This is an optimization exercise on Yosys and OpenROAD, whose aim is small area, a short achievable clock period and few clock cycles, not a production implementation. Function was checked by simulation only, so behaviour that the tests miss may differ from the original.

Setup of JK:
Design segment_convex_polygon_hit, start of the top module:
module segment_convex_polygon_hit #(
	parameter int MAX_VERTICES = scph_pkg::MAX_VERTICES_DEF
) (
	input  logic                          clk,
	input  logic                          arst_n,
	input  logic                          req_valid,
	output logic                          req_stall,
	input  scph_pkg::req_t                req,
	output logic                          rsp_valid,
	input  logic                          rsp_stall,
	output scph_pkg::rsp_t                rsp,
	input  logic                          cfg_valid,
	output logic                          cfg_ready,
	input  logic [scph_pkg::CFG_BITS-1:0] cfg_data
);
Size in the first run: ~12000 cells after synthesis, roughly 2200 flip-flops, roughly 84 I/O pins.
clock: 7.5 ns
lec_check: 0
cap_margin: 20
core_margin: 2
core_utilization: 55
cts_cluster_diameter: 100
cts_cluster_size: 28
place_density: 0.65
setup_slack_margin: 4.2
slew_margin: 20
tns_end_percent: 0
run.sh (not shown) runs the stock make flow with config.mk's settings and CLKGATE_MAP_FILE= SYNTH_SCRIPT=/design/flow/synth_recipe.tcl, a recipe that flattens the netlist after the stock synthesis.
Testbench counts of JK, summed over its fixed seeds: cycles 21,114.
Input-level comparison between MS and JK:
- changing PLACE_DENSITY from 0.65 to 0.72
- changing CTS_CLUSTER_SIZE from 28 to 24
- changing CTS_CLUSTER_DIAMETER from 100 to 90
- changing TNS_END_PERCENT from 0 to 5
- changing CORE_UTILIZATION from 55 to 65
## What came out
Setup slack after layout in MS is 0.078 ns below JK.
In the metrics for MS and JK, the one carrying the higher overall via count from detail_route is MS.
Comparing MS and JK, aggregate global-route resource usage is higher on MS.
Between MS and JK, the count of multi-input combinational gates figures differ only marginally.


## run 1
segment_convex_polygon_hit again, from the RTL that the note above started with.
Settings: LEC_CHECK=0, CAP_MARGIN=20, CORE_MARGIN=2, CORE_UTILIZATION=55, CTS_CLUSTER_DIAMETER=90, CTS_CLUSTER_SIZE=24, PLACE_DENSITY=0.65, SETUP_SLACK_MARGIN=4.2, SLEW_MARGIN=20, TNS_END_PERCENT=5; clock period 7.5 ns.
The final layout from run 1, which completed every stage, passed the timing, design-rule and antenna checks at the end of the flow.
Testbench counts of run 1, summed over its fixed seeds: cycles 21,114.
Here is what was changed in the inputs of run 2 compared with run 1.
-- flow/config.mk --
<<< run 1, line 13
export PLACE_DENSITY = 0.65
export SETUP_SLACK_MARGIN = 4.2
export SLEW_MARGIN = 20
export TNS_END_PERCENT = 5
>>> run 2, line 13
export PLACE_DENSITY = 0.65
export SETUP_SLACK_MARGIN = 4.3
export SLEW_MARGIN = 20
export TNS_END_PERCENT = 0
--- outcome ---
[compare] base=run 1 new=run 2: share of the clock period used by the worst path after layout now sits at about the same level, final-layout fill cell count rose 1.1%. Going from run 1 to run 2, the global-route usage was found to have gone down by 0.18 points.
## Diff of input files: run 3 against run 2
-- flow/config.mk --
<<< run 2, line 13
export PLACE_DENSITY = 0.65
export SETUP_SLACK_MARGIN = 4.3
export SLEW_MARGIN = 20
export TNS_END_PERCENT = 0
>>> run 3, line 13
export PLACE_DENSITY = 0.65
export SETUP_SLACK_MARGIN = 4.0
export SLEW_MARGIN = 20
export TNS_END_PERCENT = 5
Results
Number of flip-flops and latches: run 2 vs run 3, no meaningful difference. Compared to run 2, run 3 reaches a lower achievable clock. Taking run 2 as the reference, in run 3 required time of the worst setup path now sits at about the same level, setup slack lower, critical path depth fell by 4.
Input changes introduced in run 4 (baseline for comparison: run 3):
-- flow/config.mk --
<<< run 3, line 9
export CORE_MARGIN = 2
export CORE_UTILIZATION = 55
export CTS_CLUSTER_DIAMETER = 90
export CTS_CLUSTER_SIZE = 24
export PLACE_DENSITY = 0.65
export SETUP_SLACK_MARGIN = 4.0
export SLEW_MARGIN = 20
export TNS_END_PERCENT = 5
>>> run 4, line 9
export CORE_MARGIN = 2
export CORE_UTILIZATION = 50
export CTS_CLUSTER_DIAMETER = 90
export CTS_CLUSTER_SIZE = 24
export PLACE_DENSITY = 0.62
export SETUP_SLACK_MARGIN = 4.2
export SLEW_MARGIN = 20
export TNS_END_PERCENT = 0
[summary]
Comparing x dimension of the die for run 4 and run 3, the bigger number came from run 4. | area overhead of the layout relative to synthesis | lower: run 3 |. Post-route clock period utilization in run 4 is 1.7 points lower than in run 3. Lower number of antenna violations at the first check in global routing goes to run 3 over run 4.
--- input diff run 4..run 5 ---
-- flow/config.mk --
<<< run 4, line 9
export CORE_MARGIN = 2
export CORE_UTILIZATION = 50
export CTS_CLUSTER_DIAMETER = 90
export CTS_CLUSTER_SIZE = 24
export PLACE_DENSITY = 0.62
export SETUP_SLACK_MARGIN = 4.2
export SLEW_MARGIN = 20
export TNS_END_PERCENT = 0
>>> run 5, line 9
export CORE_MARGIN = 2
export CORE_UTILIZATION = 55
export CTS_CLUSTER_DIAMETER = 90
export CTS_CLUSTER_SIZE = 24
export PLACE_DENSITY = 0.65
export SETUP_SLACK_MARGIN = 4.5
export SLEW_MARGIN = 20
export TNS_END_PERCENT = 5
==> run notes <==
Of run 4 and run 5, the lower critical path depth belongs to run 4. Compared with run 4, run 5 shows number of clock buffers in the layout lower by 8.2%. On detailed-routing iteration count for the pre-antenna-repair pass, the higher figure sits with run 5, not run 4.

==> separate check: timing with driven ports <==
No port has a modelled driver above. Below, the same layouts with a new extraction and two added sets of constraints. Step 1 assumes that a clkbuf_16 drives the clock port and a buf_2 every other input. Step 2 times the ports against the registers' clock, not the clock port: input delays grow and output delays shrink by t, the midpoint of the rising clock arrivals with the driver on. a / b / c = ideal / step 1 / step 2; a / b = the first two.
| run | t (ns) | setup WS [ns] | slew at the worst register clock pin (ns) | worst slew at a driven data input, ns |
|---|---|---|---|---|
| JK | 0.912 | 4.037 / 4.037 / 3.766 | 0.12 / 0.12 | 0.11 |
| MS | 0.936 | 3.959 / 3.959 / 3.619 | 0.10 / 0.10 | 0.06 |
| run 1 | 0.960 | 4.068 / 4.068 / 3.744 | 0.11 / 0.11 | 0.11 |
| run 2 | 0.953 | 4.077 / 4.077 / 3.757 | 0.11 / 0.11 | 0.11 |
| run 3 | 0.957 | 3.889 / 3.889 / 3.353 | 0.11 / 0.11 | 0.11 |
| run 4 | 0.947 | 4.019 / 4.019 / 3.383 | 0.10 / 0.10 | 0.12 |
| run 5 | 0.962 | 4.093 / 4.093 / 3.514 | 0.11 / 0.11 | 0.15 |
After both steps setup and hold are still met in every run listed. The setup slack of run 4, which loses most, moves by 0.000 ns with the drivers and by -0.636 ns with both steps.
